From an optimization exercise on the open Yosys and OpenROAD flow, aimed at small area; shortcuts taken in it are not production practice. At most, simulation tests tie the RTL to the original design; equivalence was not proved. Function not checked in runs 1 to 3: the RTL went through the layout flow alone. Power figures rest on the tool's default switching activity, not on a simulated workload. No driver is modelled on the clock port, so clocking that relies on it looks cheaper here than on a real chip.

### flow/design.v
`default_nettype none
package swarq_pkg;
  localparam int unsigned WindowSlotsDef = 16;
  localparam int unsigned SeqW    = 32;
  localparam int unsigned HandleW = 16;
  localparam int unsigned LenW    = 16;
  localparam int unsigned CountW  = 5;
  localparam logic [1:0] REQ_DATA = 2'd0;
  localparam logic [1:0] REQ_ACK  = 2'd1;
  localparam logic [1:0] REQ_SENT = 2'd2;
  localparam logic [1:0] KIND_DELIVER = 2'd0;
  localparam logic [1:0] KIND_ACK     = 2'd1;
  localparam logic [1:0] KIND_STATUS  = 2'd2;
endpackage
`default_nettype wire
`default_nettype none
module swarq_slot_store #(
  parameter int unsigned WindowSlots = swarq_pkg::WindowSlotsDef,
  parameter int unsigned DataW       = swarq_pkg::HandleW + swarq_pkg::LenW
) (
  input  wire               clk_i,
  input  wire               wr_en_i,
  input  wire  [DataW-1:0]  wr_data_i,
  input  wire               clr_en_i,
  input  wire               flush_i,
  output logic              rd_valid_o,
  output logic [DataW-1:0]  rd_data_o
);
  logic [WindowSlots-1:0]            valid_q;
  logic [WindowSlots-1:0][DataW-1:0] data_q;
  always_ff @(posedge clk_i) begin
    valid_q[0] <= valid_q[WindowSlots-1];
    valid_q[1] <= ((valid_q[0] & ~clr_en_i) | wr_en_i) & ~flush_i;
    for (int p = 2; p < WindowSlots; p++) valid_q[p] <= valid_q[p-1];
    data_q[0] <= data_q[WindowSlots-1];
    data_q[1] <= wr_en_i ? wr_data_i : data_q[0];
    for (int p = 2; p < WindowSlots; p++) data_q[p] <= data_q[p-1];
  end
  assign rd_valid_o = valid_q[0];
  assign rd_data_o  = data_q[0];
endmodule
`default_nettype wire
`default_nettype none
module sliding_window_arq_endpoint #(
  parameter int unsigned WindowSlots = swarq_pkg::WindowSlotsDef
) (
  input  wire                   clk_i,
  input  wire                   rst_ni,
  input  wire                   in_valid_i,
  output logic                  in_ready_o,
  input  wire  [65:0]           in_req_i,
  output logic                  out_valid_o,
  input  wire                   out_ready_i,
  output logic [79:0]           out_rsp_o
);
  localparam int unsigned SeqW  = swarq_pkg::SeqW;
  localparam int unsigned DataW = swarq_pkg::HandleW + swarq_pkg::LenW;
  localparam int unsigned IdxW  = $clog2(WindowSlots);
  localparam int unsigned CntW  = $clog2(WindowSlots + 1);
  localparam int unsigned BitW  = $clog2(SeqW);
  typedef enum logic [3:0] {
    ST_IDLE,
    ST_OFFSET,      
    ST_TX_ADD,      
    ST_WRITE,       
    ST_STATUS,
    ST_DRAIN,       
    ST_INC_WAIT,    
    ST_INC,         
    ST_ACK,
    ST_CLOSE_ACK
  } state_e;
  logic [1:0]       req_type;
  logic [SeqW-1:0]  req_seq;
  logic [DataW-1:0] req_data;
  logic             req_len_zero, req_data_t, req_ack_t;
  assign req_type     = in_req_i[65:64];
  assign req_seq      = in_req_i[63:32];
  assign req_data     = in_req_i[31:0];
  assign req_len_zero = (in_req_i[15:0] == '0);
  assign req_data_t   = (req_type == swarq_pkg::REQ_DATA);
  assign req_ack_t    = (req_type == swarq_pkg::REQ_ACK);
  state_e           state_q;
  logic [BitW-1:0]  ph_q;          
  logic [IdxW-1:0]  head_q;        
  logic [SeqW-1:0]  nack_q;        
  logic [SeqW-1:0]  tx_q;          
  logic [CntW-1:0]  outst_q;
  logic             closed_q;
  logic             acc_q, lz_q, full_q;
  logic [CntW-1:0]  freed_q;
  logic             c_q, nz_q;
  logic             fresh_q;       
  logic [IdxW-1:0]  slot_ph;
  assign slot_ph = ph_q[IdxW-1:0];
  logic             wr_en, clr_en;
  logic             rd_valid;
  logic [DataW-1:0] rd_data;
  swarq_slot_store #(
    .WindowSlots (WindowSlots),
    .DataW       (DataW)
  ) u_slots (
    .clk_i      (clk_i),
    .wr_en_i    (wr_en),
    .wr_data_i  (req_data),
    .clr_en_i   (clr_en),
    .flush_i    (fresh_q),
    .rd_valid_o (rd_valid),
    .rd_data_o  (rd_data)
  );
  logic ph_first, ph_last;
  logic s_bit, r_bit, cin, sum, cout;
  assign ph_first = (ph_q == '0);
  assign ph_last  = (ph_q == BitW'(SeqW - 1));
  assign s_bit = req_seq[ph_q];
  assign r_bit = req_data_t ? nack_q[0] : ~tx_q[0];
  assign cin   = ph_first ? ~req_data_t : c_q;
  assign sum   = s_bit ^ r_bit ^ cin;
  assign cout  = (s_bit & r_bit) | (cin & (s_bit ^ r_bit));
  logic in_win;
  assign in_win = !(nz_q | sum);
  logic [CntW-1:0] off_p1, freed;
  assign off_p1 = CntW'(freed_q[IdxW-1:0]) + CntW'(1);
  assign freed  = !in_win ? '0 : (off_p1 > outst_q) ? outst_q : off_p1;
  logic a_bit, t_cin, t_sum, t_cout;
  assign a_bit  = (ph_q < BitW'(CntW)) ? freed_q[ph_q[2:0]] : 1'b0;
  assign t_cin  = ph_first ? 1'b0 : c_q;
  assign t_sum  = tx_q[0] ^ a_bit ^ t_cin;
  assign t_cout = (tx_q[0] & a_bit) | (t_cin & (tx_q[0] ^ a_bit));
  logic borrow;
  assign borrow = ph_first ? 1'b1 : c_q;
  logic at_head, at_slot;
  assign at_head = (slot_ph == head_q);
  assign at_slot = (slot_ph == req_seq[IdxW-1:0]);
  always_comb begin
    in_ready_o = 1'b0;
    case (state_q)
      ST_IDLE:   in_ready_o = !(req_data_t || req_ack_t);
      ST_OFFSET: in_ready_o = ph_last && req_data_t && !in_win;
      ST_TX_ADD: in_ready_o = ph_last;
      ST_WRITE:  in_ready_o = at_slot;
      default:   in_ready_o = 1'b0;
    endcase
  end
  assign wr_en  = (state_q == ST_WRITE) && at_slot;
  assign clr_en = (state_q == ST_DRAIN) && at_head && rd_valid && out_ready_i;
  logic nack_in, tx_in;
  always_comb begin
    nack_in = nack_q[0];
    tx_in   = tx_q[0];
    if (state_q == ST_INC)    nack_in = nack_q[0] ^ borrow;
    if (state_q == ST_TX_ADD) tx_in   = t_sum;
    if (fresh_q) begin
      nack_in = 1'b0;
      tx_in   = 1'b0;
    end
  end
  always_ff @(posedge clk_i) begin
    nack_q <= {nack_in, nack_q[SeqW-1:1]};
    tx_q   <= {tx_in, tx_q[SeqW-1:1]};
  end
  always_ff @(posedge clk_i or negedge rst_ni) begin
    if (!rst_ni) begin
      state_q  <= ST_IDLE;
      ph_q     <= '0;
      fresh_q  <= 1'b1;
      head_q   <= '0;
      outst_q  <= '0;
      closed_q <= 1'b0;
    end else begin
      ph_q <= ph_q + BitW'(1);
      if (ph_last) fresh_q <= 1'b0;
      case (state_q)
        ST_IDLE: begin
          if (in_valid_i) begin
            if (req_data_t || req_ack_t) begin
              if (ph_last) state_q <= ST_OFFSET;
            end else if (req_type == swarq_pkg::REQ_SENT) begin
              if (!outst_q[CntW-1]) outst_q <= outst_q + CntW'(1);
              state_q <= ST_STATUS;
            end
          end
        end
        ST_OFFSET: begin
          if (ph_last) begin
            if (req_data_t) begin
              if (!in_win) begin
                if (req_len_zero) closed_q <= 1'b1;
                state_q <= ST_ACK;
              end else begin
                state_q <= ST_WRITE;
              end
            end else begin
              outst_q <= outst_q - freed;
              state_q <= ST_TX_ADD;
            end
          end
        end
        ST_TX_ADD: if (ph_last) state_q <= ST_STATUS;
        ST_WRITE: begin
          if (at_slot) begin
            if (req_len_zero) closed_q <= 1'b1;
            state_q <= ST_DRAIN;
          end
        end
        ST_DRAIN: begin
          if (at_head) begin
            if (!rd_valid) begin
              state_q <= ST_ACK;
            end else if (out_ready_i) begin
              head_q  <= head_q + IdxW'(1);
              state_q <= ST_INC_WAIT;
            end
          end
        end
        ST_INC_WAIT: if (ph_last) state_q <= ST_INC;
        ST_INC:      if (ph_last) state_q <= ST_DRAIN;
        ST_ACK: begin
          if (ph_first && out_ready_i) state_q <= lz_q ? ST_CLOSE_ACK : ST_IDLE;
        end
        ST_CLOSE_ACK: begin
          if (ph_first && out_ready_i) state_q <= ST_IDLE;
        end
        ST_STATUS: if (out_ready_i) state_q <= ST_IDLE;
        default: state_q <= ST_IDLE;
      endcase
    end
  end
  always_ff @(posedge clk_i) begin
    nz_q <= (nz_q & !ph_first) | (sum & (ph_q >= BitW'(IdxW)));
    case (state_q)
      ST_TX_ADD: c_q <= t_cout;
      ST_INC:    c_q <= borrow & ~nack_q[0];
      default:   c_q <= cout;
    endcase
  end
  always_ff @(posedge clk_i) begin
    case (state_q)
      ST_IDLE: begin
        if (in_valid_i && req_type == swarq_pkg::REQ_SENT) begin
          acc_q   <= 1'b0;
          freed_q <= '0;
          full_q  <= outst_q[CntW-1];
        end
      end
      ST_OFFSET: begin
        if (ph_q < BitW'(IdxW)) freed_q <= {1'b0, sum, freed_q[IdxW-1:1]};
        if (ph_last) begin
          full_q  <= 1'b0;
          acc_q   <= in_win;
          lz_q    <= req_len_zero;
          freed_q <= req_data_t ? '0 : freed;
        end
      end
      default: ;
    endcase
  end
  logic is_del, is_ack, is_status;
  assign is_del    = (state_q == ST_DRAIN);
  assign is_ack    = (state_q == ST_ACK) || (state_q == ST_CLOSE_ACK);
  assign is_status = (state_q == ST_STATUS);
  assign out_valid_o = is_status || (is_ack && ph_first) || (is_del && at_head && rd_valid);
  assign out_rsp_o = {
    is_status, is_ack,
    is_del ? rd_data : '0,
    is_ack ? ~nack_q : '0,
    acc_q,
    freed_q,
    outst_q,
    full_q,
    closed_q,
    is_status || (state_q == ST_CLOSE_ACK) || (is_ack && !lz_q)
  };
endmodule
`default_nettype wire
### flow/flow/run.sh
#!/bin/bash
# Standard ORFS layout, with the port buffers made from the smallest buffer
# and power recovery (downsizing off the critical paths) after global route.
set -euo pipefail
cat >> config.mk <<'EOC'
export BUFFER_PORTS_ARGS = -buffer_cell sky130_fd_sc_hd__buf_1
export RECOVER_POWER = 100
EOC
bash standard.sh > standard.log 2>&1
### flow/standard.sh
#!/bin/bash
# synth_recipe.tcl (not shown) runs the flow's synth.tcl, then flattens the netlist and writes it again
# the make line also repeats each setting of config.mk as NAME=value (left out here)
make -C /OpenROAD-flow-scripts/flow DESIGN_CONFIG=/design/flow/config.mk WORK_HOME=/design/flow/orfs CLKGATE_MAP_FILE= SYNTH_SCRIPT=/design/flow/synth_recipe.tcl "${@:-finish}"
### flow/config.mk
export PLATFORM = sky130hd
export DESIGN_NAME = sliding_window_arq_endpoint
export DESIGN_NICKNAME = sliding_window_arq_endpoint
export VERILOG_FILES = /design/flow/design.v
export SDC_FILE = /design/flow/constraint.sdc
export NUM_CORES = 4
export LEC_CHECK = 0
export CAP_MARGIN = 20
export CORE_MARGIN = 2
export CORE_UTILIZATION = 65
export CTS_BUF_LIST = sky130_fd_sc_hd__clkbuf_16
export CTS_CLUSTER_DIAMETER = 70
export CTS_CLUSTER_SIZE = 36
export SLEW_MARGIN = 20
export BUFFER_PORTS_ARGS = -buffer_cell sky130_fd_sc_hd__buf_1
export RECOVER_POWER = 100
### flow/constraint.sdc
create_clock -name core_clock -period 8.0 [get_ports {clk_i}]
set_input_delay 1.6000 -clock core_clock [delete_from_list [all_inputs] [get_ports {clk_i}]]
set_output_delay 1.6000 -clock core_clock [all_outputs]
set_load 0.01 [all_outputs]
==> run summary, run 1 <==
* finished with violations — outcome
* capacitance limit, slew limit — list of failed layout checks
* 9.473% — synth-to-layout area growth
* 375 — number of violations reported at the end of detailed-routing iteration 0
* 151 — number of port buffers
* 0 — remaining global-route overflow
* 0 — post-CTS repair timing setup buffer count
* 15.07 µm — WL per Instance
* 1 — CTS HTree Levels
* 23330 µm² — Placeable Area
* sky130_fd_sc_hd__dfxtp_1, sky130_fd_sc_hd__dfrtp_1, sky130_fd_sc_hd__mux2_2 — most area-consuming cells after synthesis
* 332.7 ps — Hold Slack
* 15320 µm² — post-synthesis instance area
* sky130_fd_sc_hd__clkbuf_16 — Clock Tree Root
* 0.7762 — proportion of netlist area held by the largest area contributor
* 622 — flip-flop and latch count after synthesis
* 37 — largest net degree at the start of global routing
* 0.1803 — total track usage
* 34.89 mm — global-route wire length before repair
* 0 — # hold bufs at CTS
* 1476 — number of standard cells in the layout, taps in and fillers out
* 4450 ps — Worst Path Arrival
* 1963 ps — Setup Slack @ Placement
* 2445 µm² — area of the multi-input gates
* input pin — CP Launch Type
* 152 — ports placed on the boundary
* 0.8091 — placer congestion estimate
* sky130_fd_sc_hd__dfxtp_1 — predominant post-synthesis flop cell
* 1631 — fill count
* 2140 ps — worst slew pin tran
* no — RSZ-0062 raised after global routing
* 1 — number of maximum-capacitance constraint violations
* 0 — # DRC
* 3 — maximum count of clock buffers along a single path
* 4 — Detailed Routing Iterations Pass 1
* 530 ps — Crit path largest cell delay
* sky130_fd_sc_hd__dfxtp_1 — Yosys top cell by area
* 56 — Std-Cell Rows
* in2out — critical setup path kind
* 0.2479 — switching part of the total power
* 0.265 — clock network power share
* 3110 ps — slack of the worst reg-to-reg path
* sky130_fd_sc_hd__fa_1 — Critical-path top delay cell
* 0.635 — share of power burned in registers
* 0 — number of gates resized after cts
* 3.967 mW — cell internal pwr
* 8 — number of flops mapped to enable cells by yosys
* 1004 — instance count of the mapped netlist
* 120 ps — Reg clk slew, reported paths
* 1446 — # placed instances
* 4.756 — detailed-route vias per instance
* 1240 — number of nets in the layout
* 1955 ps — Final WS setup
* 0 ps — Post-Route Setup TNS
* 6.912 nW — Lkg Pwr
* 2 — total of warnings raised by yosys
* 314.4 nW/µm² — power density of the placed cells
* 6746 — vias in the first global route
* 560 ps — clock network latency to the later pin of the worst-skew pair
* 24810 µm² — full die area
* 16160 µm² — Cell Area, Placed
* 0.8246 — portion of the post-synthesis area used by sequential elements
* 165.4 MHz — f_max
* 13.99 mm — HPWL after detailed placement
* 60 — number of unique standard cell types used by synthesis
* 622 — clock net sink count
* 16770 µm² — final std cell area, no fill
* buf_1, mux4_2, mux4_2, mux2_1, fa_1, nor2_1, nor3_1, a21oi_1, o21ai_0, nand2_1, nand2_1, buf_1 — crit-path cells
* 5.274 mW — Total Power
* 0.101 — Comb power frac
* 7020 — routed vias
* 0.06401 — layout cell share with drive strength beyond 1
* 1093 — Post-Synthesis Net Count
* 0.7188 — final standard cell utilization of the core
* yes — CTS tree
* 0.03215 — proportion of register bits with asynchronous set or reset after synthesis
* 1.307 mW — switching power
* 6 — largest driver fanout on the critical path
* 0 — Setup-failing EPs final
* 0.0002302 V — peak ir drop on the vdd network
* 0 — antenna violations before repair
* output pin — critical path endpoint category
* 0.6566 — starting utilization of the core area
* 0 — final hold violation count
* 6400 ps — Critical Path RT
* 12630 µm² — FF+latch area
* 157.5 µm — chip width
* 28.25 ps — Post-Route Skew
* 157.5 µm — Die Height
* 22.24 mm — wirelength, routed
* -0.4269 — Slew headroom
* reg2reg — path class of the lowest-slack min-delay path
* 34 — max-slew violation count
* 0 — number of nets still failing antenna checks after routing
* 6045 ps — time the final worst path needs with I/O delays and setup
* 15.26 µm² — average footprint of a synthesized cell
* 0.7556 — fraction of the cycle the final worst path needs
* 22 — TritonCTS Buffers
==> registers in the layout, indices dropped and copies added, names as in the netlist <==
signal           cells
u_slots.data_q     512
nack_q              32
tx_q                32
u_slots.valid_q     16
freed_q              5
outst_q              5
ph_q                 5
head_q               4
state_q              4
acc_q                1
c_q                  1
closed_q             1
fresh_q              1
full_q               1
lz_q                 1
nz_q                 1
==> power groups by stage <==
stage	combinational [mW]	clock, mW	sequential, mW
floorplan	0.404	0	3.36
global placement	0.536	0	3.41
detailed placement	0.544	0	3.42
CTS	0.546	1.44	3.35
global route	0.609	1.53	3.37
finish	0.531	1.40	3.35
==> critical path: cells and delay by family <==
kind | cells | cell delay, ps
AOI/OAI and AO/OA | 2 | 200
muxes | 3 | 1290
buffers and inverters | 2 | 230
and+or+nand+nor | 4 | 600
adders and majority gates | 1 | 530
==> metal layers <==
layer,wire (µm),GRT usage,share of wire,vias up
met5,0,0,0,-
met3,1175,0.03221,0.053,28
met2,9495,0.2853,0.43,164
li1,-,-,-,3565
met4,450,0.04675,0.020,0
met1,11120,0.2601,0.50,3263
==> kinds of logic (layout without fill, tap and decap cells) <==
logic type / count (synthesis) / in the layout / share of synthesized area
xor+xnor: 18 / 18 / 0.01029
compound gates: 67 / 67 / 0.02826
buf+inv: 49 / 201 / 0.01462
mux: 48 / 48 / 0.04377
other cells: 0 / 1 / 0
flops: 622 / 622 / 0.8246
fa+ha+maj: 19 / 19 / 0.01699
simple gates: 181 / 181 / 0.06149
==> final timing paths <==
kind                                       end                start  cells past startpoint
min reg2reg                u_slots.data_q[385]  u_slots.data_q[353]                      0
min                        u_slots.data_q[385]  u_slots.data_q[353]                      0
max in group asynchronous              ph_q[1]               rst_ni                      2
max                                 in_ready_o         in_req_i[35]                     12
max reg2reg                         outst_q[4]              ph_q[0]                     14
min in group asynchronous           state_q[1]               rst_ni                      2
==> cell usage after synthesis (all sizes together), types with 2 or more instances <==
master,count
dfxtp,594
or2,3
xor2,11
edfxtp,8
mux2,36
and3,36
a21oi,15
inv,17
fa,3
and4,2
o21bai,2
or3,4
a22o,3
a21o,4
ha,16
nor2b,9
a211oi,4
nor3b,3
nand2b,7
dfrtp,19
nand3,12
nor4,6
nand4,2
nand2,28
o21a,2
buf,13
xnor2,7
mux4,11
nor3,9
nor2,56
o21ai,22
clkbuf,19
a22oi,4
==> cell type report <==
cell class,instances,share of cell area
flip-flops and latches,622,0.7532
multi-input cells,333,0.1458
repair buffers,155,0.03491
clock buffers,22,0.03282
well taps,319,0.02380
clock inverters,7,0.005520
inverters,17,0.003805
diodes,1,0.0001492
==> placed cells by master (no fill, tap or decap), types with 4 or more instances in the layout <==
cell,n
sky130_fd_sc_hd__inv_1,17
sky130_fd_sc_hd__o21ai_0,20
sky130_fd_sc_hd__a22oi_1,4
sky130_fd_sc_hd__clkbuf_16,22
sky130_fd_sc_hd__nor2_1,56
sky130_fd_sc_hd__a211oi_1,4
sky130_fd_sc_hd__or3_1,4
sky130_fd_sc_hd__edfxtp_1,8
sky130_fd_sc_hd__a21o_1,4
sky130_fd_sc_hd__nor3_1,9
sky130_fd_sc_hd__mux2_1,9
sky130_fd_sc_hd__mux4_2,9
sky130_fd_sc_hd__nand2b_1,7
sky130_fd_sc_hd__xor2_1,11
sky130_fd_sc_hd__nor2b_1,8
sky130_fd_sc_hd__dfrtp_1,19
sky130_fd_sc_hd__xnor2_1,7
sky130_fd_sc_hd__nor4_1,6
sky130_fd_sc_hd__dfxtp_1,594
sky130_fd_sc_hd__and3_1,36
sky130_fd_sc_hd__a21oi_1,14
sky130_fd_sc_hd__nand2_1,28
sky130_fd_sc_hd__nand3_1,12
sky130_fd_sc_hd__buf_1,151
sky130_fd_sc_hd__ha_1,16
sky130_fd_sc_hd__mux2_2,27
==> inputs of run 2 (changes only) <==
==> flow/flow/run.sh (replaced) <==
#!/bin/bash
# Standard ORFS layout, with the port buffers made from the smallest buffer.
set -euo pipefail
cat >> config.mk <<'EOC'
export BUFFER_PORTS_ARGS = -buffer_cell sky130_fd_sc_hd__buf_1
EOC
bash standard.sh > standard.log 2>&1
--- a/flow/config.mk
+++ b/flow/config.mk
@@ -9,8 +9,7 @@
 export CORE_MARGIN = 2
-export CORE_UTILIZATION = 65
+export CORE_UTILIZATION = 80
 export CTS_BUF_LIST = sky130_fd_sc_hd__clkbuf_16
-export CTS_CLUSTER_DIAMETER = 70
-export CTS_CLUSTER_SIZE = 36
+export CTS_CLUSTER_DIAMETER = 60
+export CTS_CLUSTER_SIZE = 40
 export SLEW_MARGIN = 20
 export BUFFER_PORTS_ARGS = -buffer_cell sky130_fd_sc_hd__buf_1
-export RECOVER_POWER = 100
==> run 2 against run 1 <==
Effect of this change:
- the run now fails in clock tree synthesis
- synthesized cell count unchanged
- synthesized area unchanged
==> run summary, run 2 <==
* 25 — TritonCTS Buffers, +14%
* 19.02 mm — HPWL after detailed placement, +36%
* 151 — number of port buffers, unchanged
* 1 — CTS HTree Levels, unchanged
* 0.03215 — proportion of register bits with asynchronous set or reset after synthesis, unchanged
* sky130_fd_sc_hd__clkbuf_16 — Clock Tree Root
* sky130_fd_sc_hd__dfxtp_1, sky130_fd_sc_hd__dfrtp_1, sky130_fd_sc_hd__mux2_2 — most area-consuming cells after synthesis
* sky130_fd_sc_hd__dfxtp_1 — predominant post-synthesis flop cell
* 8 — number of flops mapped to enable cells by yosys, unchanged
* 142.4 µm — Die Height, -9.6%
* clock tree synthesis — terminating stage of the flow
* 3 — maximum count of clock buffers along a single path, unchanged
* did not finish — outcome
* 142.4 µm — chip width, -9.6%
* 0.8246 — portion of the post-synthesis area used by sequential elements, unchanged
* 0.8518 — placer congestion estimate, +5.3%
* 1004 — instance count of the mapped netlist, unchanged
* sky130_fd_sc_hd__dfxtp_1, sky130_fd_sc_hd__nor2_1, sky130_fd_sc_hd__and3_1, sky130_fd_sc_hd__mux2_2, sky130_fd_sc_hd__nand2_1 — most instantiated cells after synthesis
* 15320 µm² — post-synthesis instance area, unchanged
* 622 — flip-flop and latch count after synthesis, unchanged
* 0.8163 — starting utilization of the core area, +0.1597
* 50 — Std-Cell Rows, -11%
* [ERROR DPL-0033] detailed placement checks failed during check placement. — first error message
* 622 — clock net sink count, unchanged
* 2 — total of warnings raised by yosys, unchanged
* 152 — ports placed on the boundary, unchanged
* 16050 µm² — Cell Area, Placed, -0.71%
* 0 — number of gates resized after cts, unchanged
* sky130_fd_sc_hd__dfxtp_1 — count leader, synth
* sky130_fd_sc_hd__dfxtp_1 — Yosys top cell by area
* 0 — post-CTS repair timing setup buffer count, unchanged
* 0.7762 — proportion of netlist area held by the largest area contributor, unchanged
* 1093 — Post-Synthesis Net Count, unchanged
* 15.26 µm² — average footprint of a synthesized cell, unchanged
* 0 — # hold bufs at CTS, unchanged
* 60 — number of unique standard cell types used by synthesis, unchanged
[run 2: cells by family after synthesis]
logic type / share of synthesized area
AOI/OAI and AO/OA: 0.02826
xor gates and xnor gates: 0.01029
buffers and inverters: 0.01462
DFF: 0.8246
adders and majority gates: 0.01699
and+or+nand+nor: 0.06149
muxes: 0.04377
[run 2: stage by stage]
stage | hold WS [ps] | instances | worst slack (ps)
floorplan | 309.6 | 1004 | 2409
global placement | 309.5 | 1360 | 2052
detailed placement | 312.1 | 1360 | 1811
[run 2: worst max path at each step]
stage,from,endpoint,slack (ps)
2_1_floorplan,in_req_i[45],in_ready_o,2410
3_3_place_gp,in_req_i[45],in_ready_o,2050
3_5_place_dp,in_req_i[45],in_ready_o,1810
[run 2: power by group through the flow]
stage	clock network [mW]	registers [mW]	logic, mW
after detailed placement	0	3.43	0.590
after global placement	0	3.41	0.525
after floorplan	0	3.36	0.404
==> inputs of run 3 (changes only) <==
==> flow/flow/run.sh (replaced) <==
#!/bin/bash
# Standard ORFS layout, with the port buffers made from the smallest buffer,
# no dummy clock loads, and power recovery after global route.
set -euo pipefail
cat >> config.mk <<'EOC'
export BUFFER_PORTS_ARGS = -buffer_cell sky130_fd_sc_hd__buf_1
export RECOVER_POWER = 100
export CTS_ARGS = -sink_clustering_enable -repair_clock_nets -dont_use_dummy_load -sink_clustering_size 30 -sink_clustering_max_diameter 60 -buf_list sky130_fd_sc_hd__clkbuf_16
EOC
bash standard.sh > standard.log 2>&1
--- a/flow/config.mk
+++ b/flow/config.mk
@@ -9,7 +9,6 @@
 export CORE_MARGIN = 2
-export CORE_UTILIZATION = 80
-export CTS_BUF_LIST = sky130_fd_sc_hd__clkbuf_16
-export CTS_CLUSTER_DIAMETER = 60
-export CTS_CLUSTER_SIZE = 40
+export CORE_UTILIZATION = 65
 export SLEW_MARGIN = 20
 export BUFFER_PORTS_ARGS = -buffer_cell sky130_fd_sc_hd__buf_1
+export RECOVER_POWER = 100
+export CTS_ARGS = -sink_clustering_enable -repair_clock_nets -dont_use_dummy_load -sink_clustering_size 30 -sink_clustering_max_diameter 60 -buf_list sky130_fd_sc_hd__clkbuf_16
==> run 3 against run 2 <==
Effect of this change:
- now fails the layout checks on capacitance limit, slew limit
- synthesized cell count unchanged
- synthesized area stayed put
==> run summary, run 3 <==
* 4 — Detailed Routing Iterations Pass 1
* 0 — post-CTS repair timing setup buffer count, unchanged
* 56.30 ps — Post-Route Skew
* 0 — number of gates resized after cts, unchanged
* 60 — number of unique standard cell types used by synthesis, unchanged
* 157.5 µm — chip width, +11%
* 0 — number of nets still failing antenna checks after routing
* 622 — clock net sink count, unchanged
* 0.7762 — proportion of netlist area held by the largest area contributor, unchanged
* 0.7233 — final standard cell utilization of the core
* 0 — final hold violation count
* 1004 — instance count of the mapped netlist, unchanged
* 622 — flip-flop and latch count after synthesis, unchanged
* 37 — largest net degree at the start of global routing
* sky130_fd_sc_hd__dfxtp_1 — count leader, synth
* -0.4406 — Slew headroom
* 0 — remaining global-route overflow
* 0.1846 — total track usage
* 0.6566 — starting utilization of the core area, -0.1597
* 14 — worst r2r path cells
* 34 — max-slew violation count
* 3 — maximum count of clock buffers along a single path, unchanged
* reg2reg — path class of the lowest-slack min-delay path
* 6400 ps — Critical Path RT
* no — RSZ-0062 raised after global routing
* 22.70 mm — wirelength, routed
* 0.8091 — placer congestion estimate, -5.0%
* sky130_fd_sc_hd__clkbuf_16 — Clock Tree Root
* outst_q[4] — critical register-to-register path endpoint
* 0 — antenna violations before repair
* yes — CTS tree
* 30 — TritonCTS Buffers, +20%
* finished with violations — outcome
* 35.57 mm — global-route wire length before repair
* in2out — critical setup path kind
* 379 — number of violations reported at the end of detailed-routing iteration 0
* 1248 — number of nets in the layout
* 2 — total of warnings raised by yosys, unchanged
* output pin — critical path endpoint category
* capacitance limit, slew limit — list of failed layout checks
* 157.5 µm — Die Height, +11%
* 512 — max reg flops
* 1093 — Post-Synthesis Net Count, unchanged
* sky130_fd_sc_hd__dfxtp_1 — commonest non-fill, non-tap cell in the layout
* sky130_fd_sc_hd__dfxtp_1, sky130_fd_sc_hd__dfrtp_1, sky130_fd_sc_hd__mux2_2 — most area-consuming cells after synthesis
* 24810 µm² — full die area
* sky130_fd_sc_hd__dfxtp_1, sky130_fd_sc_hd__nor2_1, sky130_fd_sc_hd__and3_1, sky130_fd_sc_hd__mux2_2, sky130_fd_sc_hd__nand2_1 — most instantiated cells after synthesis
* 6881 — vias in the first global route
* 319.6 nW/µm² — power density of the placed cells
* 3130 ps — slack of the worst reg-to-reg path
* 0 — # DRC
* 15320 µm² — post-synthesis instance area, unchanged
* 7087 — routed vias
* 100 ps — Reg clk slew, reported paths
* 0.8246 — portion of the post-synthesis area used by sequential elements, unchanged
* 0 ps — Post-Route Setup TNS
* sky130_fd_sc_hd__dfxtp_1 — Yosys top cell by area
* 0 — # hold bufs at CTS, unchanged
* 13.99 mm — HPWL after detailed placement, -26%
* 0.03215 — proportion of register bits with asynchronous set or reset after synthesis, unchanged
* 0.7558 — fraction of the cycle the final worst path needs
* 0 — antenna diode instance count
* 165.4 MHz — f_max
* 10.16% — synth-to-layout area growth
* u_slots.data_q[82] — destination of the worst hold path
* 4450 ps — Worst Path Arrival
* 0.0002367 V — peak ir drop on the vdd network
* ph_q[0] — source of the worst register-to-register timing path
* u_slots.data_q: 512 flops, nack_q: 32 flops, tx_q: 32 flops — Largest regs
* 2161 ps — worst slew pin tran
* 6 — largest driver fanout on the critical path
* 56 — Std-Cell Rows, +12%
* sky130_fd_sc_hd__dfxtp_1, sky130_fd_sc_hd__buf_1, sky130_fd_sc_hd__nor2_1, sky130_fd_sc_hd__and3_1, sky130_fd_sc_hd__clkbuf_16 — most frequent cells in the layout
* sky130_fd_sc_hd__dfxtp_1 — predominant post-synthesis flop cell
* 15.38 µm — WL per Instance
* 0 — Hold Path Stages
* input pin — CP Launch Type
* 152 — ports placed on the boundary, unchanged
* 0.06482 — layout cell share with drive strength beyond 1
* 6046 ps — time the final worst path needs with I/O delays and setup
* 6.971 nW — Lkg Pwr
* 8 — number of flops mapped to enable cells by yosys, unchanged
* 258.9 ps — Hold Slack
* 4.801 — detailed-route vias per instance
* 23330 µm² — Placeable Area
* 1 — number of maximum-capacitance constraint violations
* 1 — CTS HTree Levels, unchanged
* 151 — number of port buffers, unchanged
* 560 ps — clock network latency to the later pin of the worst-skew pair
* u_slots.data_q[50] — Hold Path Origin
* 0 — Setup-failing EPs final
* 15.26 µm² — average footprint of a synthesized cell, unchanged
* u_slots.data_q — Reg with most FFs
==> run 3: cell families (layout without fill, tap and decap cells) <==
group | after synthesis | count (layout) | share of synthesized area
XOR/XNOR | 18 | 18 | 0.01029
flip-flops | 622 | 622 | 0.8246
buffers and inverters | 49 | 202 | 0.01462
AND/OR/NAND/NOR | 181 | 181 | 0.06149
multiplexers | 48 | 48 | 0.04377
adder cells (fa/ha/maj) | 19 | 19 | 0.01699
AO/OA/AOI/OAI | 67 | 67 | 0.02826
==> run 3: layer usage <==
layer / global-route usage / part of all wire
met5: 0 / 0
met2: 0.2911 / 0.44
met3: 0.03221 / 0.052
met4: 0.05541 / 0.024
met1: 0.2644 / 0.49
==> run 3: how the worst max path moves through the flow <==
stage	depth (start not counted)	from	endpoint
final	12	in_req_i[35]	in_ready_o
after global routing	12	in_req_i[35]	in_ready_o
after CTS	12	in_req_i[45]	in_ready_o
after detailed placement	12	in_req_i[35]	in_ready_o
after global placement	12	in_req_i[45]	in_ready_o
after floorplan	10	in_req_i[45]	in_ready_o
==> run 3: report_power, final <==
group / internal [mW] / total [mW] / switching [mW]
registers: 3.25 / 3.35 / 0.0980
logic: 0.190 / 0.531 / 0.342
clock network: 0.666 / 1.51 / 0.849
==> run 3: area by class of cell <==
cell class | instances | area [µm²]
flip-flops and latches | 622 | 12630
fillers | 1601 | 6455
multi-input cells | 333 | 2445
clock buffers | 30 | 750.7
repair buffers | 155 | 585.6
well taps | 319 | 399.1
inverters | 17 | 63.81
==> run 3: critical path, cell delays in order <==
cell and delay, ps:
sky130_fd_sc_hd__buf_1 100, sky130_fd_sc_hd__mux4_2 470, sky130_fd_sc_hd__mux4_2 480, sky130_fd_sc_hd__mux2_1 340, sky130_fd_sc_hd__fa_1 530, sky130_fd_sc_hd__nor2_1 330, sky130_fd_sc_hd__nor3_1 120, sky130_fd_sc_hd__a21oi_1 120
sky130_fd_sc_hd__o21ai_0 80, sky130_fd_sc_hd__nand2_1 90, sky130_fd_sc_hd__nand2_1 60, sky130_fd_sc_hd__buf_1 120
==> run 3: stage by stage <==
| stage | setup slack, ps | cells | power [mW] | cell area [µm²] |
|---|---|---|---|---|
| 3_5_place_dp | 1963 | 1446 | 3.959 | 16160 |
| 5_1_grt | 1767 | 1476 | 5.646 | 16880 |
| 3_3_place_gp | 2013 | 1446 | 3.947 | 16160 |
| 4_1_cts | 1956 | 1476 | 5.456 | 16920 |
| 6_report | 1954 | 1476 | 5.393 | 16880 |
| 2_1_floorplan | 2409 | 1004 | 3.765 | 15320 |
==> inputs of run 4 (changes only) <==
--- a/flow/design.v
+++ b/flow/design.v
@@ -67,2 +67,3 @@
     ST_DRAIN,       
+    ST_DELIVER,     
     ST_INC_WAIT,    
@@ -145,3 +146,3 @@
   assign wr_en  = (state_q == ST_WRITE) && at_slot;
-  assign clr_en = (state_q == ST_DRAIN) && at_head && rd_valid && out_ready_i;
+  assign clr_en = (state_q == ST_DRAIN) && at_head && rd_valid;
   logic nack_in, tx_in;
@@ -157,4 +158,7 @@
   end
-  always_ff @(posedge clk_i) begin
-    nack_q <= {nack_in, nack_q[SeqW-1:1]};
+  logic nack_rot;
+  assign nack_rot = fresh_q || (state_q == ST_INC) ||
+                    (state_q == ST_OFFSET && req_data_t);
+  always_ff @(posedge clk_i) begin
+    if (nack_rot) nack_q <= {nack_in, nack_q[SeqW-1:1]};
     tx_q   <= {tx_in, tx_q[SeqW-1:1]};
@@ -209,5 +213,5 @@
               state_q <= ST_ACK;
-            end else if (out_ready_i) begin
+            end else begin
               head_q  <= head_q + IdxW'(1);
-              state_q <= ST_INC_WAIT;
+              state_q <= ST_DELIVER;
             end
@@ -215,10 +219,7 @@
         end
+        ST_DELIVER:  if (out_ready_i) state_q <= ST_INC_WAIT;
         ST_INC_WAIT: if (ph_last) state_q <= ST_INC;
         ST_INC:      if (ph_last) state_q <= ST_DRAIN;
-        ST_ACK: begin
-          if (ph_first && out_ready_i) state_q <= lz_q ? ST_CLOSE_ACK : ST_IDLE;
-        end
-        ST_CLOSE_ACK: begin
-          if (ph_first && out_ready_i) state_q <= ST_IDLE;
-        end
+        ST_ACK:       if (out_ready_i) state_q <= lz_q ? ST_CLOSE_ACK : ST_IDLE;
+        ST_CLOSE_ACK: if (out_ready_i) state_q <= ST_IDLE;
         ST_STATUS: if (out_ready_i) state_q <= ST_IDLE;
@@ -257,10 +258,14 @@
   end
+  logic [DataW-1:0] dout_q;
+  always_ff @(posedge clk_i) begin
+    if (clr_en) dout_q <= rd_data;
+  end
   logic is_del, is_ack, is_status;
-  assign is_del    = (state_q == ST_DRAIN);
+  assign is_del    = (state_q == ST_DELIVER);
   assign is_ack    = (state_q == ST_ACK) || (state_q == ST_CLOSE_ACK);
   assign is_status = (state_q == ST_STATUS);
-  assign out_valid_o = is_status || (is_ack && ph_first) || (is_del && at_head && rd_valid);
+  assign out_valid_o = is_status || is_ack || is_del;
   assign out_rsp_o = {
     is_status, is_ack,
-    is_del ? rd_data : '0,
+    is_del ? dout_q : '0,
     is_ack ? ~nack_q : '0,
==> flow/flow/run.sh (replaced) <==
#!/bin/bash
# Standard ORFS layout, with the port buffers made from the smallest buffer.
set -euo pipefail
cat >> config.mk <<'EOC'
export BUFFER_PORTS_ARGS = -buffer_cell sky130_fd_sc_hd__buf_1
EOC
bash standard.sh > standard.log 2>&1
--- a/flow/config.mk
+++ b/flow/config.mk
@@ -10,5 +10,6 @@
 export CORE_UTILIZATION = 65
+export CTS_BUF_LIST = sky130_fd_sc_hd__clkbuf_16
+export CTS_CLUSTER_DIAMETER = 70
+export CTS_CLUSTER_SIZE = 36
 export SLEW_MARGIN = 20
 export BUFFER_PORTS_ARGS = -buffer_cell sky130_fd_sc_hd__buf_1
-export RECOVER_POWER = 100
-export CTS_ARGS = -sink_clustering_enable -repair_clock_nets -dont_use_dummy_load -sink_clustering_size 30 -sink_clustering_max_diameter 60 -buf_list sky130_fd_sc_hd__clkbuf_16
==> run 4 against run 3 <==
Effect of this change:
- now clean on timing, DRC and antenna
- first-iteration DRC count up 13%
- clock power about the same
- final area up 8.1%
- non-clock buffer count unchanged
- synthesized area up 8.3%
- sequential power up 4%
- fmax down 2.5%
- cell count up 3.3%
- critical path depth down 1
- register-to-register slack about the same
- combinational power down 4.1%
- global-route usage up 0.19 points
- largest power group unchanged
==> run summary, run 4 <==
* timing/DRC/antenna clean — outcome
* 4600 ps — Worst Path Arrival, +150 ps
* 4.890 — detailed-route vias per instance, +1.8%
* 72 — number of flops mapped to enable cells by yosys, +64
* 0 — max-slew violation count, -100%
* output pin — critical path endpoint category
* 1266 — number of nets in the layout, +1.4%
* 26830 µm² — full die area, +8.1%
* 0.6778 — proportion of netlist area held by the largest area contributor, -0.09838
* 1 — CTS HTree Levels, unchanged
* sky130_fd_sc_hd__dfxtp_1 — commonest non-fill, non-tap cell in the layout
* in2out — critical setup path kind
* 1525 — number of standard cells in the layout, taps in and fillers out, +3.3%
* sky130_fd_sc_hd__clkbuf_16 — Clock Tree Root
* 0 — Setup-failing EPs final, unchanged
* no — RSZ-0062 raised after global routing
* 163.8 µm — Die Height, +4.0%
* 0 — # hold bufs at CTS, unchanged
* 7457 — routed vias, +5.2%
* 16600 µm² — post-synthesis instance area, +8.3%
* 1027 — instance count of the mapped netlist, +2.3%
* 512 — max reg flops, unchanged
* yes — CTS tree
* 9.942% — synth-to-layout area growth
* 0.8382 — portion of the post-synthesis area used by sequential elements, +0.01366
* 0.7749 — fraction of the cycle the final worst path needs, +0.01914
* 161.3 MHz — f_max, -2.5%
* 5.519 mW — Total Power, +2.3%
* sky130_fd_sc_hd__dfxtp_1, sky130_fd_sc_hd__edfxtp_1, sky130_fd_sc_hd__nor2_1 — most instantiated cells after synthesis
* 38.55 mm — global-route wire length before repair, +8.4%
* 152 — ports placed on the boundary, unchanged
* 25110 µm² — Placeable Area, +7.6%
* 0.6611 — starting utilization of the core area, +0.004463
* 16.49 µm — WL per Instance, +7.2%
* 0.0002698 V — peak ir drop on the vdd network, +14%
* 14 — worst r2r path cells, unchanged
* 7181 — vias in the first global route, +4.4%
* 60 — number of unique standard cell types used by synthesis, unchanged
* sky130_fd_sc_hd__dfxtp_1 — predominant post-synthesis flop cell
* 15.88 mm — HPWL after detailed placement, +14%
* 0.8781 — placer congestion estimate, +8.5%
* 3 — maximum count of clock buffers along a single path, unchanged
* 24 — TritonCTS Buffers, -20%
* 25.14 mm — wirelength, routed, +11%
* 38 — largest net degree at the start of global routing, +2.7%
* 5 — largest driver fanout on the critical path, -1
* 302.4 nW/µm² — power density of the placed cells, -5.4%
* 0 — Hold Path Stages, unchanged
* input pin — CP Launch Type
* 163.8 µm — chip width, +4.0%
* sky130_fd_sc_hd__dfxtp_1 — count leader, synth
* sky130_fd_sc_hd__dfxtp_1, sky130_fd_sc_hd__buf_1, sky130_fd_sc_hd__edfxtp_1, sky130_fd_sc_hd__nor2_1, sky130_fd_sc_hd__and3_1 — most frequent cells in the layout
* 1481 — # placed instances, +2.4%
* 0 — number of nets still failing antenna checks after routing, unchanged
* u_slots.data_q — Reg with most FFs
* 16.16 µm² — average footprint of a synthesized cell, +5.9%
* 654 — clock net sink count, +5.1%
* 30.64 ps — Post-Route Skew, -25.66 ps
* 0 — final hold violation count, unchanged
* 0 — # DRC, unchanged
* 428 — number of violations reported at the end of detailed-routing iteration 0, +13%
* 0.2899 — Slew headroom, +0.7306
* 58 — Std-Cell Rows, +3.6%
* 0.03058 — proportion of register bits with asynchronous set or reset after synthesis, -0.001573
* 7.157 nW — Lkg Pwr, +2.7%
* 3140 ps — slack of the worst reg-to-reg path, about the same
* 580 ps — clock network latency to the later pin of the worst-skew pair, +20 ps
* 0 — post-CTS repair timing setup buffer count, unchanged
* 6199 ps — time the final worst path needs with I/O delays and setup, +153.1 ps
* 0 — number of maximum-capacitance constraint violations, -1
* sky130_fd_sc_hd__dfxtp_1, sky130_fd_sc_hd__edfxtp_1, sky130_fd_sc_hd__dfrtp_1 — most area-consuming cells after synthesis
* 120 ps — Reg clk slew, reported paths, +20 ps
* 0 — number of gates resized after cts, unchanged
* 654 — flip-flop and latch count after synthesis, +5.1%
* 2 — total of warnings raised by yosys, unchanged
* 0 — remaining global-route overflow, unchanged
* 1065 ps — worst slew pin tran, -1096 ps
* 6400 ps — Critical Path RT, about the same
* reg2reg — path class of the lowest-slack min-delay path
* 0.08543 — layout cell share with drive strength beyond 1, +0.02060
* 151 — number of port buffers, unchanged
* 1116 — Post-Synthesis Net Count, +2.1%
* 0.1865 — total track usage, +0.001898
* sky130_fd_sc_hd__dfxtp_1 — Yosys top cell by area
* 1 — antenna violations before repair, +1
* 5 — Detailed Routing Iterations Pass 1, +1
* 1661 — fill count, +3.7%
* 0 ps — Post-Route Setup TNS, unchanged
run 4: critical path, cell delays in order:
cell and delay [ps]:
sky130_fd_sc_hd__buf_1 100, sky130_fd_sc_hd__mux4_2 490, sky130_fd_sc_hd__mux4_2 480, sky130_fd_sc_hd__mux2_2 310
sky130_fd_sc_hd__fa_1 520, sky130_fd_sc_hd__nor2_1 300, sky130_fd_sc_hd__nor3_1 140, sky130_fd_sc_hd__and2_1 200
sky130_fd_sc_hd__o21ai_0 140, sky130_fd_sc_hd__nand3_1 130, sky130_fd_sc_hd__buf_1 200
run 4: where the power goes:
group	switching, mW	leakage (nW)	internal [mW]	total [mW]
Clock	0.951	0.412	0.591	1.54
Sequential	0.0758	5.33	3.39	3.47
Combinational	0.316	1.41	0.193	0.509
Total	1.34	7.16	4.18	5.52
run 4: cell type report:
type	instances	area (µm²)	share of cell area
clock buffer	24	600.6	0.03291
clock inverter	19	183.9	0.01008
sequential	654	13910	0.7624
antenna	1	2.502	0.0001371
tap	330	412.9	0.02262
timing repair buffer	155	596.8	0.03270
multi-input combinational	326	2479	0.1358
inverter	16	60.06	0.003291
run 4: cells by family (layout without fill, tap and decap cells):
group,Yosys count,in the layout,synth area share
adder cells (fa/ha/maj),19,19,0.01568
buffers and inverters,47,214,0.01349
other,0,1,0
AND/OR/NAND/NOR,172,172,0.05367
AO/OA/AOI/OAI,62,62,0.02435
XOR/XNOR,18,18,0.009498
multiplexers,55,55,0.04507
flip-flops,654,654,0.8382
run 4: path summary, 6_finish.rpt:
check,start,to
setup / recovery,in_req_i[35],in_ready_o
hold / removal,u_slots.data_q[421],u_slots.data_q[453]
setup reg to reg,ph_q[0],outst_q[4]
hold reg to reg,u_slots.data_q[421],u_slots.data_q[453]
max in group asynchronous,rst_ni,fresh_q
min in group asynchronous,rst_ni,ph_q[0]
run 4: routing by layer:
metal / global-route usage / share of wire / up-vias
li1: - / - / 3735
met1: 0.2680 / 0.48 / 3512
met2: 0.3039 / 0.45 / 175
met3: 0.02778 / 0.046 / 35
met4: 0.04466 / 0.020 / 0
met5: 0 / 0 / -
run 4: per-stage QoR:
| step | setup slack [ps] | area, µm² | utilization | hold WS, ps |
|---|---|---|---|---|
| detailed placement | 1824 | 17460 | 0.6955 | 312.1 |
| global placement | 1900 | 17460 | 0.6952 | 309.6 |
| finish | 1801 | 18250 | 0.7268 | 319.0 |
| global route | 1603 | 18250 | 0.7267 | 319.2 |
| floorplan | 2365 | 16600 | - | 309.6 |
| CTS | 1819 | 18250 | 0.7267 | 313.1 |
==> inputs of run 5 (changes only) <==
==> flow/flow/run.sh (replaced) <==
#!/bin/bash
# Standard ORFS layout with two changes: the port buffers are made from the
# smallest buffer, and the combinational cells of the standard synthesis are
# remapped for area (flip-flops untouched, kept by name and cell) before the
# layout reads it. Several ABC scripts are tried; the smallest netlist that
# is proven equal to the standard one is used.
set -euo pipefail
FLOWDIR=$PWD/flow
cat >> config.mk <<EOC
export BUFFER_PORTS_ARGS = -buffer_cell sky130_fd_sc_hd__buf_1
EOC
bash standard.sh synth > synth.log 2>&1
R=orfs/results/$FLOW_PLATFORM/sliding_window_arq_endpoint/base
LIB=$FLOW_HOME/platforms/$FLOW_PLATFORM/lib/sky130_fd_sc_hd__tt_025C_1v80.lib
YOSYS=$FLOW_HOME/../tools/install/yosys/bin/yosys
[[ -x $YOSYS ]] || YOSYS=yosys
cp $R/1_2_yosys.v $R/1_2_yosys_std.v
best=""; best_area=""
for abc in $FLOWDIR/abc_*.abc; do
  n=$(basename $abc .abc)
  sed -e "s#@LIB@#$LIB#g" -e "s#@IN@#$R/1_2_yosys_std.v#" -e "s#@TOP@#$FLOW_TOP#" \
      -e "s#@ABC@#$abc#" -e "s#@OUT@#$R/1_2_yosys_$n.v#" \
      $FLOWDIR/resyn.ys.in > resyn_$n.ys
  sed -e "s#@LIB@#$LIB#g" -e "s#@GOLD@#$R/1_2_yosys_std.v#" -e "s#@GATE@#$R/1_2_yosys_$n.v#" \
      -e "s#@TOP@#$FLOW_TOP#g" $FLOWDIR/equiv.ys.in > equiv_$n.ys
  if $YOSYS -s resyn_$n.ys > resyn_$n.log 2>&1 && $YOSYS -s equiv_$n.ys > equiv_$n.log 2>&1; then
    area=$(grep "Chip area" resyn_$n.log | tail -1 | awk '{print $NF}')
    echo "$n $area" >> remap_areas.txt
    if [[ -z $best_area ]] || awk -v a=$area -v b=$best_area 'BEGIN{exit !(a<b)}'; then
      best=$n; best_area=$area
    fi
  else
    echo "$n failed" >> remap_areas.txt
  fi
done
if [[ -n $best ]]; then
  cp $R/1_2_yosys_$best.v $R/1_2_yosys.v
  touch $R/1_2_yosys.v
  echo "remapped netlist in use: $best $best_area" > remap_status.txt
else
  echo "remap failed; standard netlist kept" > remap_status.txt
fi
bash standard.sh > standard.log 2>&1
==> flow/flow/abc_amap.abc (new file) <==
strash
&get -n
&fraig -x
&put
scorr
dc2
strash
dch -f
amap
topo
==> flow/flow/abc_c6.abc (new file) <==
strash
&get -n
&fraig -x
&put
scorr
dc2
strash
&get -n
&synch2
&if -K 6 -a
&mfs
&st
&put
dch -f
amap
==> flow/flow/abc_c9.abc (new file) <==
strash
&get -n
&fraig -x
&put
scorr
dc2
strash
&get -n
&synch2
&if -K 4 -a
&mfs
&st
&put
dch -f
amap
==> flow/flow/abc_d1.abc (new file) <==
strash
&get -n
&fraig -x
&put
scorr
dc2
strash
&get -n
&synch2
&if -K 4 -a
&mfs
&st
&put
dch -f
amap -m
==> flow/flow/abc_d3.abc (new file) <==
strash
&get -n
&fraig -x
&put
scorr
dc2
strash
&get -n
&synch2
&if -K 4 -a
&mfs
&st
&put
dch -f
amap -F 20 -A 30 -C 5000
==> flow/flow/abc_nf.abc (new file) <==
strash
&get -n
&fraig -x
&put
scorr
dc2
strash
&get -n
&dch -f
&nf -R 1000
&put
==> flow/flow/equiv.ys.in (new file) <==
# Prove the remapped netlist equal to the standard one. The flip-flops keep
# their names, so the registers pair up by name; the unnamed nets are hidden.
read_liberty -ignore_miss_func @LIB@
read_verilog @GOLD@
rename @TOP@ gold
read_verilog @GATE@
rename @TOP@ gate
hierarchy -check
flatten gold gate
rename -hide gold/w:_* gate/w:_*
opt_clean gold gate
async2sync
equiv_make gold gate equiv
equiv_simple -seq 1
equiv_induct
equiv_status -assert
==> flow/flow/resyn.ys.in (new file) <==
# Remap the combinational cells of the standard synthesis for area. The
# flip-flops are kept as they are (black boxes), with their names and cells.
read_liberty -ignore_miss_func @LIB@
blackbox sky130_fd_sc_hd__*df* sky130_fd_sc_hd__*dl*
read_verilog @IN@
hierarchy -check -top @TOP@
flatten
rename -hide w:_*_.*
opt_clean -purge
abc -liberty @LIB@ -dont_use sky130_fd_sc_hd__fill_1 -dont_use sky130_fd_sc_hd__fill_2 -dont_use sky130_fd_sc_hd__fill_4 -dont_use sky130_fd_sc_hd__fill_8 -dont_use sky130_fd_sc_hd__lpflow_bleeder_1 -dont_use sky130_fd_sc_hd__lpflow_clkbufkapwr_1 -dont_use sky130_fd_sc_hd__lpflow_clkbufkapwr_16 -dont_use sky130_fd_sc_hd__lpflow_clkbufkapwr_2 -dont_use sky130_fd_sc_hd__lpflow_clkbufkapwr_4 -dont_use sky130_fd_sc_hd__lpflow_clkbufkapwr_8 -dont_use sky130_fd_sc_hd__lpflow_clkinvkapwr_1 -dont_use sky130_fd_sc_hd__lpflow_clkinvkapwr_16 -dont_use sky130_fd_sc_hd__lpflow_clkinvkapwr_2 -dont_use sky130_fd_sc_hd__lpflow_clkinvkapwr_4 -dont_use sky130_fd_sc_hd__lpflow_clkinvkapwr_8 -dont_use sky130_fd_sc_hd__lpflow_decapkapwr_12 -dont_use sky130_fd_sc_hd__lpflow_decapkapwr_3 -dont_use sky130_fd_sc_hd__lpflow_decapkapwr_4 -dont_use sky130_fd_sc_hd__lpflow_decapkapwr_6 -dont_use sky130_fd_sc_hd__lpflow_decapkapwr_8 -dont_use sky130_fd_sc_hd__lpflow_inputiso0n_1 -dont_use sky130_fd_sc_hd__lpflow_inputiso0p_1 -dont_use sky130_fd_sc_hd__lpflow_inputiso1n_1 -dont_use sky130_fd_sc_hd__lpflow_inputiso1p_1 -dont_use sky130_fd_sc_hd__lpflow_inputisolatch_1 -dont_use sky130_fd_sc_hd__lpflow_isobufsrc_1 -dont_use sky130_fd_sc_hd__lpflow_isobufsrc_16 -dont_use sky130_fd_sc_hd__lpflow_isobufsrc_2 -dont_use sky130_fd_sc_hd__lpflow_isobufsrc_4 -dont_use sky130_fd_sc_hd__lpflow_isobufsrc_8 -dont_use sky130_fd_sc_hd__lpflow_isobufsrckapwr_16 -dont_use sky130_fd_sc_hd__lpflow_lsbuf_lh_hl_isowell_tap_1 -dont_use sky130_fd_sc_hd__lpflow_lsbuf_lh_hl_isowell_tap_2 -dont_use sky130_fd_sc_hd__lpflow_lsbuf_lh_hl_isowell_tap_4 -dont_use sky130_fd_sc_hd__lpflow_lsbuf_lh_isowell_4 -dont_use sky130_fd_sc_hd__lpflow_lsbuf_lh_isowell_tap_1 -dont_use sky130_fd_sc_hd__lpflow_lsbuf_lh_isowell_tap_2 -dont_use sky130_fd_sc_hd__lpflow_lsbuf_lh_isowell_tap_4 -dont_use sky130_fd_sc_hd__probe_p_8 -dont_use sky130_fd_sc_hd__probec_p_8  -script @ABC@
setundef -zero
splitnets
opt_clean -purge
hilomap -singleton -hicell sky130_fd_sc_hd__conb_1 HI -locell sky130_fd_sc_hd__conb_1 LO
insbuf -buf sky130_fd_sc_hd__buf_4 A X
opt_clean -purge
stat -liberty @LIB@
write_verilog -noattr -nohex -nodec @OUT@
==> run 5 against run 4 <==
Effect of this change:
- combinational power fell by 6.3%
- synthesized cell count rose by 1.3%
- fmax rose by 11%
- critical path depth rose by 8
- synthesized area fell by 3.7%
- worst setup slack improved by 600 ps
- global-route usage rose by 0.61 points
- register-to-register slack improved by 930 ps
- sequential share of layout area rose by 2.4 points
- sequential power rose by 9.8%
- largest power group unchanged
==> run summary, run 5 <==
* 0 — antenna violations before repair, -1
* 24250 µm² — Placeable Area, -3.4%
* 38 — largest net degree at the start of global routing, unchanged
* 0 — antenna diode instance count, -1
* reg2reg — path class of the lowest-slack min-delay path
* no — RSZ-0062 raised after global routing
* u_slots.data_q — Reg with most FFs
* output pin — critical path endpoint category
* 1 — CTS HTree Levels, unchanged
* 16.05 µm — WL per Instance, -2.6%
* 5 — Detailed Routing Iterations Pass 1, unchanged
* 7494 — vias in the first global route, +4.4%
* 0.0002369 V — peak ir drop on the vdd network, -12%
* 15.71 mm — HPWL after detailed placement, -1.1%
* sky130_fd_sc_hd__dfxtp_1 — commonest non-fill, non-tap cell in the layout
* 0 — number of gates resized after cts, unchanged
* 0.4796 — Slew headroom, +0.1897
* 0 ps — Post-Route Setup TNS, unchanged
* 0 — number of maximum-capacitance constraint violations, unchanged
* 512 — max reg flops, unchanged
* 0 — # DRC, unchanged
* 0.03482 — layout cell share with drive strength beyond 1, -0.05061
* 325.5 nW/µm² — power density of the placed cells, +7.6%
* 3 — maximum count of clock buffers along a single path, unchanged
* 15.37 µm² — average footprint of a synthesized cell, -4.9%
* 560 ps — clock network latency to the later pin of the worst-skew pair, -20 ps
* 25.02 mm — wirelength, routed, -0.47%
* 1040 — instance count of the mapped netlist, +1.3%
* 26.56 ps — Post-Route Skew, -4.079 ps
* 152 — ports placed on the boundary, unchanged
* 0 — max-slew violation count, unchanged
* 7714 — routed vias, +3.4%
* 6.691 nW — Lkg Pwr, -6.5%
* 0.8614 — placer congestion estimate, -1.9%
* 4.948 — detailed-route vias per instance, +1.2%
* 8 — largest driver fanout on the critical path, +3
* 0 — number of nets still failing antenna checks after routing, unchanged
* 0 — remaining global-route overflow, unchanged
* 160.8 µm — Die Height, -1.8%
* 178.5 MHz — f_max, +11%
* yes — CTS tree
* sky130_fd_sc_hd__dfxtp_1, sky130_fd_sc_hd__buf_1, sky130_fd_sc_hd__nor2_1, sky130_fd_sc_hd__edfxtp_1, sky130_fd_sc_hd__clkinv_1 — most frequent cells in the layout
* reg2out — critical setup path kind
* 151 — number of port buffers, unchanged
* 5.762 mW — Total Power, +4.4%
* 0 — post-CTS repair timing setup buffer count, unchanged
* 57 — Std-Cell Rows, -1.7%
* timing/DRC/antenna clean — outcome
* 1291 — number of nets in the layout, +2.0%
* 10.76% — synth-to-layout area growth
* 25860 µm² — full die area, -3.6%
* sky130_fd_sc_hd__clkbuf_16 — Clock Tree Root
* 0 — Setup-failing EPs final, unchanged
* 4000 ps — Worst Path Arrival, -600 ps
* 1110 — Post-Synthesis Net Count, -0.54%
* 2 — total of warnings raised by yosys, unchanged
* 5601 ps — time the final worst path needs with I/O delays and setup, -598.2 ps
* 23 — TritonCTS Buffers, -4.2%
* 773.4 ps — worst slew pin tran, -291.7 ps
* 654 — clock net sink count, unchanged
* 6400 ps — Critical Path RT, about the same
* 0.6591 — starting utilization of the core area, -0.001969
* 39.19 mm — global-route wire length before repair, +1.6%
* 634 — number of violations reported at the end of detailed-routing iteration 0, +48%
* 120 ps — Reg clk slew, reported paths, about the same
* 0 — final hold violation count, unchanged
* 0.7002 — fraction of the cycle the final worst path needs, -0.07478
* 160.8 µm — chip width, -1.8%
* 15980 µm² — post-synthesis instance area, -3.7%
* flop — CP Launch Type
* 0.1926 — total track usage, +0.006140
* 0 — # hold bufs at CTS, unchanged
## run 5: final cells by class
type                       instances  area, µm²
sequential                       654      13910
fill                            1567       6545
multi-input combinational        322       1832
timing repair buffer             159      626.9
clock buffer                      23      575.6
tap                              324      405.4
inverter                          61      229.0
clock inverter                    16      120.1
## run 5: worst paths after layout
check / slack, ps / from / depth (start not counted) / endpoint
worst max-delay path: 2400 / ph_q[1] / 19 / in_ready_o
worst min-delay path: 330 / u_slots.data_q[325] / 0 / u_slots.data_q[357]
worst max register to register: 4070 / ph_q[1] / 18 / outst_q[3]
worst min register to register: 330 / u_slots.data_q[325] / 0 / u_slots.data_q[357]
max in group asynchronous: 6720 / rst_ni / 2 / fresh_q
min in group asynchronous: 1000 / rst_ni / 2 / outst_q[1]
## run 5: stage by stage
stage / worst slack [ps] / std cells / instance area, µm² / hold slack (ps) / utilization
CTS: 2436 / 1558 / 17700 / 329.6 / 0.7298
floorplan: 1076 / 1040 / 15980 / 309.6 / -
detailed placement: 2585 / 1519 / 17000 / 312.1 / 0.7011
global route: 2017 / 1559 / 17700 / 329.0 / 0.7301
finish: 2399 / 1559 / 17700 / 325.8 / 0.7301
global placement: 2700 / 1519 / 17000 / 309.8 / 0.7011
## run 5: power breakdown
part	total [mW]	switching, mW	internal [mW]
Sequential	3.81	0.131	3.68
Combinational	0.477	0.322	0.156
Clock	1.47	0.916	0.556
Total	5.76	1.37	4.39
## run 5: routing by layer
metal  global-route usage  vias up  wire length [µm]
met5                    0        -                 0
met4              0.04667        0               368
met3              0.02918       30              1223
met2               0.3066      207             11440
met1               0.2842     3636             11990
li1                     -     3841                 -
## run 5: critical path, stage by stage (launching register included)
cell	delay, ps
sky130_fd_sc_hd__dfrtp_1	460
sky130_fd_sc_hd__nor2_1	370
sky130_fd_sc_hd__clkinv_1	370
sky130_fd_sc_hd__o22ai_1	240
sky130_fd_sc_hd__nor2_1	60
sky130_fd_sc_hd__nor2_1	120
sky130_fd_sc_hd__a21oi_1	60
sky130_fd_sc_hd__o22ai_1	110
sky130_fd_sc_hd__nor2_1	60
sky130_fd_sc_hd__a31oi_1	260
sky130_fd_sc_hd__nor2_1	90
sky130_fd_sc_hd__a21oi_1	180
sky130_fd_sc_hd__nand2_1	140
sky130_fd_sc_hd__clkinv_1	140
sky130_fd_sc_hd__nor3_1	80
sky130_fd_sc_hd__nor2_1	90
sky130_fd_sc_hd__nor2_1	50
sky130_fd_sc_hd__nor3_1	260
sky130_fd_sc_hd__clkinv_1	150
sky130_fd_sc_hd__buf_1	160
==> inputs of run 6 (changes only) <==
--- a/flow/flow/run.sh
+++ b/flow/flow/run.sh
@@ -10,2 +10,3 @@
 export BUFFER_PORTS_ARGS = -buffer_cell sky130_fd_sc_hd__buf_1
+export CTS_ARGS = -sink_clustering_enable -repair_clock_nets -sink_clustering_size 36 -sink_clustering_max_diameter 70 -buf_list sky130_fd_sc_hd__clkbuf_16 -dont_use_dummy_load
 EOC
==> flow/flow/abc_ds180.abc (new file) <==
strash
&get -n
&fraig -x
&put
scorr
dc2
strash
&get -n
&deepsyn -T 180
&synch2
&if -K 4 -a
&mfs
&st
&put
dch -f
amap
==> flow/flow/abc_ds60.abc (new file) <==
strash
&get -n
&fraig -x
&put
scorr
dc2
strash
&get -n
&deepsyn -T 60
&synch2
&if -K 4 -a
&mfs
&st
&put
dch -f
amap
==> flow/flow/abc_ds60map.abc (new file) <==
strash
&get -n
&fraig -x
&put
scorr
dc2
strash
&get -n
&deepsyn -T 60
&put
dch -f
amap
--- a/flow/config.mk
+++ b/flow/config.mk
@@ -15 +15,2 @@
 export BUFFER_PORTS_ARGS = -buffer_cell sky130_fd_sc_hd__buf_1
+export CTS_ARGS = -sink_clustering_enable -repair_clock_nets -sink_clustering_size 36 -sink_clustering_max_diameter 70 -buf_list sky130_fd_sc_hd__clkbuf_16 -dont_use_dummy_load
==> run 6 against run 5 <==
Effect of this change:
- still clean
- sequential share of layout area increased by 1.2 points
- fmax rose by 5.9%
- hold slack lost 57 ps
- synthesized area down 0.89%
- largest cell class unchanged
- largest power group unchanged
==> run summary, run 6 <==
* sky130_fd_sc_hd__a31oi_1 — Critical-path top delay cell
* sky130_fd_sc_hd__nor2_1 — cell with the most instances on the worst path
* output pin — critical path endpoint category
* 4 — CP bufs+invs, unchanged
* 512 — max reg flops, unchanged
* input pin — CP Launch Type
* 321.4 nW/µm² — power density of the placed cells, -1.2%
* 24110 µm² — Placeable Area, -0.59%
* 0.2684 — met1 Track Usage GR, -0.01574
* met2 — GRT Max-Usage Layer
* 85.57 ps — Post-Route Skew, +59.01 ps
* 160.1 µm — Die Height, -0.44%
* 3 — maximum count of clock buffers along a single path, unchanged
* 0.6571 — starting utilization of the core area, -0.002017
* simple AND/OR/NAND/NOR gates — cell type group with the largest total delay on the critical path
* 15.28 µm — WL per Instance, -4.8%
* 1274 — number of nets in the layout, -1.3%
* 1526 — number of standard cells in the layout, taps in and fillers out, -2.1%
* sky130_fd_sc_hd__dfxtp_1, sky130_fd_sc_hd__buf_1, sky130_fd_sc_hd__nor2_1, sky130_fd_sc_hd__edfxtp_1, sky130_fd_sc_hd__clkinv_1 — most frequent cells in the layout
* 0 — number of nets still failing antenna checks after routing, unchanged
* 0.0002356 V — peak ir drop on the vdd network, -0.59%
* 6400 ps — Critical Path RT, about the same
* 37 — largest net degree at the start of global routing, -2.6%
* sky130_fd_sc_hd__dfxtp_1 — commonest non-fill, non-tap cell in the layout
* 0.6610 — fraction of the cycle the final worst path needs, -0.03914
* in2out — critical setup path kind
* 4020 ps — slack of the worst reg-to-reg path, -50 ps
* 10.09% — synth-to-layout area growth
* 110 ps — Reg clk slew, reported paths, about the same
* 189.1 MHz — f_max, +5.9%
* 151 — number of port buffers, unchanged
* 57 — Std-Cell Rows, unchanged
* 0 — antenna diode instance count, unchanged
* 1502 — # placed instances, -1.1%
* 0 — # DRC, unchanged
* u_slots.data_q — Reg with most FFs
* 373 — number of violations reported at the end of detailed-routing iteration 0, -41%
* 6.629 nW — Lkg Pwr, -0.94%
* 18 — worst r2r path cells, unchanged
* yes — CTS tree
* 754.1 ps — worst slew pin tran, -19.32 ps
* 14.70 mm — HPWL after detailed placement, -6.4%
* 36.56 mm — global-route wire length before repair, -6.7%
* ph_q[0] — source of the worst register-to-register timing path
* u_slots.data_q[220] — Hold Path Origin
* 0.1809 — total track usage, -0.01171
* in_req_i[65] — startpoint of the worst setup timing path
* 5 — Detailed Routing Iterations Pass 1, unchanged
* 15840 µm² — post-synthesis instance area, -0.89%
* 310 ps — Crit path largest cell delay, -150 ps
* 152 — ports placed on the boundary, unchanged
* 160.1 µm — chip width, -0.44%
* no — RSZ-0062 raised after global routing
* 0 — number of gates resized after cts, unchanged
* 0.8596 — placer congestion estimate, -0.21%
* 0.4926 — Slew headroom, +0.01300
* 0.02961 — met3 Track Usage GR, +0.0004265
* 0 — remaining global-route overflow, unchanged
* 0 — Setup-failing EPs final, unchanged
* 5288 ps — time the final worst path needs with I/O delays and setup, -313.1 ps
* 7131 — vias in the first global route, -4.8%
* outst_q[1] — critical register-to-register path endpoint
* reg2reg — path class of the lowest-slack min-delay path
* 0.2839 — met2 Use GR, -0.02268
* 7444 — routed vias, -3.5%
* u_slots.data_q[252] — destination of the worst hold path
* 1 — CTS HTree Levels, unchanged
* 1094 — Post-Synthesis Net Count, -1.4%
* 1024 — instance count of the mapped netlist, -1.5%
* 0 ps — Post-Route Setup TNS, unchanged
* 0 — antenna violations before repair, unchanged
* 0 — post-CTS repair timing setup buffer count, unchanged
* 5 — largest driver fanout on the critical path, -3
* 15.47 µm² — average footprint of a synthesized cell, +0.66%
* 0 — number of maximum-capacitance constraint violations, unchanged
* 0.02662 — layout cell share with drive strength beyond 1, -0.008196
* 0 — max-slew violation count, unchanged
* 23.31 mm — wirelength, routed, -6.8%
* 3690 ps — Worst Path Arrival, -310 ps
* 2 — total of warnings raised by yosys, unchanged
* 0 — # hold bufs at CTS, unchanged
* timing/DRC/antenna clean — outcome
* 570 ps — clock network latency to the later pin of the worst-skew pair, about the same
* 0 — Hold Path Stages, unchanged
* 24 — TritonCTS Buffers, +4.3%
* 0 — final hold violation count, unchanged
* buf_1, nor2_1, clkinv_1, o21ai_0, nor2b_1, nor2_1, nor2_1, a21oi_1, nor2_1, clkinv_1, a31oi_1, o211ai_1, buf_1 — crit-path cells
* sky130_fd_sc_hd__clkbuf_16 — Clock Tree Root
* 25630 µm² — full die area, -0.88%
* 4.878 — detailed-route vias per instance, -1.4%
* 654 — clock net sink count, unchanged
## run 6: worst max path at each step
stage,endpoint,slack [ps],depth (start not counted)
floorplan,in_ready_o,2620,8
CTS,in_ready_o,2740,13
global route,in_ready_o,2360,13
global placement,in_ready_o,2790,13
detailed placement,in_ready_o,2750,13
finish,in_ready_o,2710,13
## run 6: area by class of cell
class	instances	area, µm²
Timing Repair Buffer	157	611.8
Sequential cell	654	13910
Clock buffer	24	600.6
Multi-Input combinational cell	316	1714
Fill cell	1635	6668
Inverter	51	191.4
Tap cell	324	405.4
## run 6: routing by layer
layer / up-vias / wire, µm
met5: - / 0
met4: 0 / 496
met3: 39 / 1138
met2: 177 / 10420
met1: 3495 / 11260
li1: 3733 / -
## run 6: power breakdown
| group | internal [mW] | leakage [nW] | switching [mW] | total, mW |
|---|---|---|---|---|
| Clock | 0.543 | 0.296 | 0.850 | 1.39 |
| Sequential | 3.67 | 5.50 | 0.122 | 3.79 |
| Combinational | 0.138 | 0.832 | 0.283 | 0.421 |
## run 6: per-stage QoR
stage | utilization | cell area (µm²) | setup WS, ps | total power, mW | hold WS (ps)
detailed placement | 0.6984 | 16830 | 2748 | 4.281 | 312.1
CTS | 0.7233 | 17440 | 2742 | 5.652 | 269.3
finish | 0.7234 | 17440 | 2712 | 5.605 | 268.8
global route | 0.7234 | 17440 | 2362 | 5.840 | 263.2
global placement | 0.6984 | 16830 | 2790 | 4.265 | 309.8
floorplan | - | 15840 | 2618 | 4.096 | 309.6

==> re-timing with driven ports <==
The results above use ideal ports. As a check the final layouts listed here were re-extracted and re-timed, cells and wires unchanged.
Step 1: set_driving_cell puts a clkbuf_16 on clk_i and a buf_2 on each other input, an assumption about the parent block.
Step 2 adds t to the input delays and takes it off the output delays; t is the mean of the earliest and latest rising clock arrival at the registers after step 1. Input paths then give back, and output paths get back, about the clock's delay inside the block.
Three values: ideal, step 1, step 2; two values: the first two.
run	t (ns)	setup WS [ns]	slew at the worst register clock pin (ns)
run 1	0.592	1.955 / 1.930 / 1.930	0.12 / 0.12
run 3	0.588	1.954 / 1.930 / 1.930	0.11 / 0.11
run 4	0.605	1.801 / 1.781 / 1.781	0.12 / 0.12
run 5	0.597	2.399 / 2.350 / 2.498	0.12 / 0.12
run 6	0.579	2.712 / 2.690 / 2.690	0.12 / 0.12
The setup slack of run 1, which loses most, moves by -0.025 ns with the drivers and by -0.025 ns with both steps.
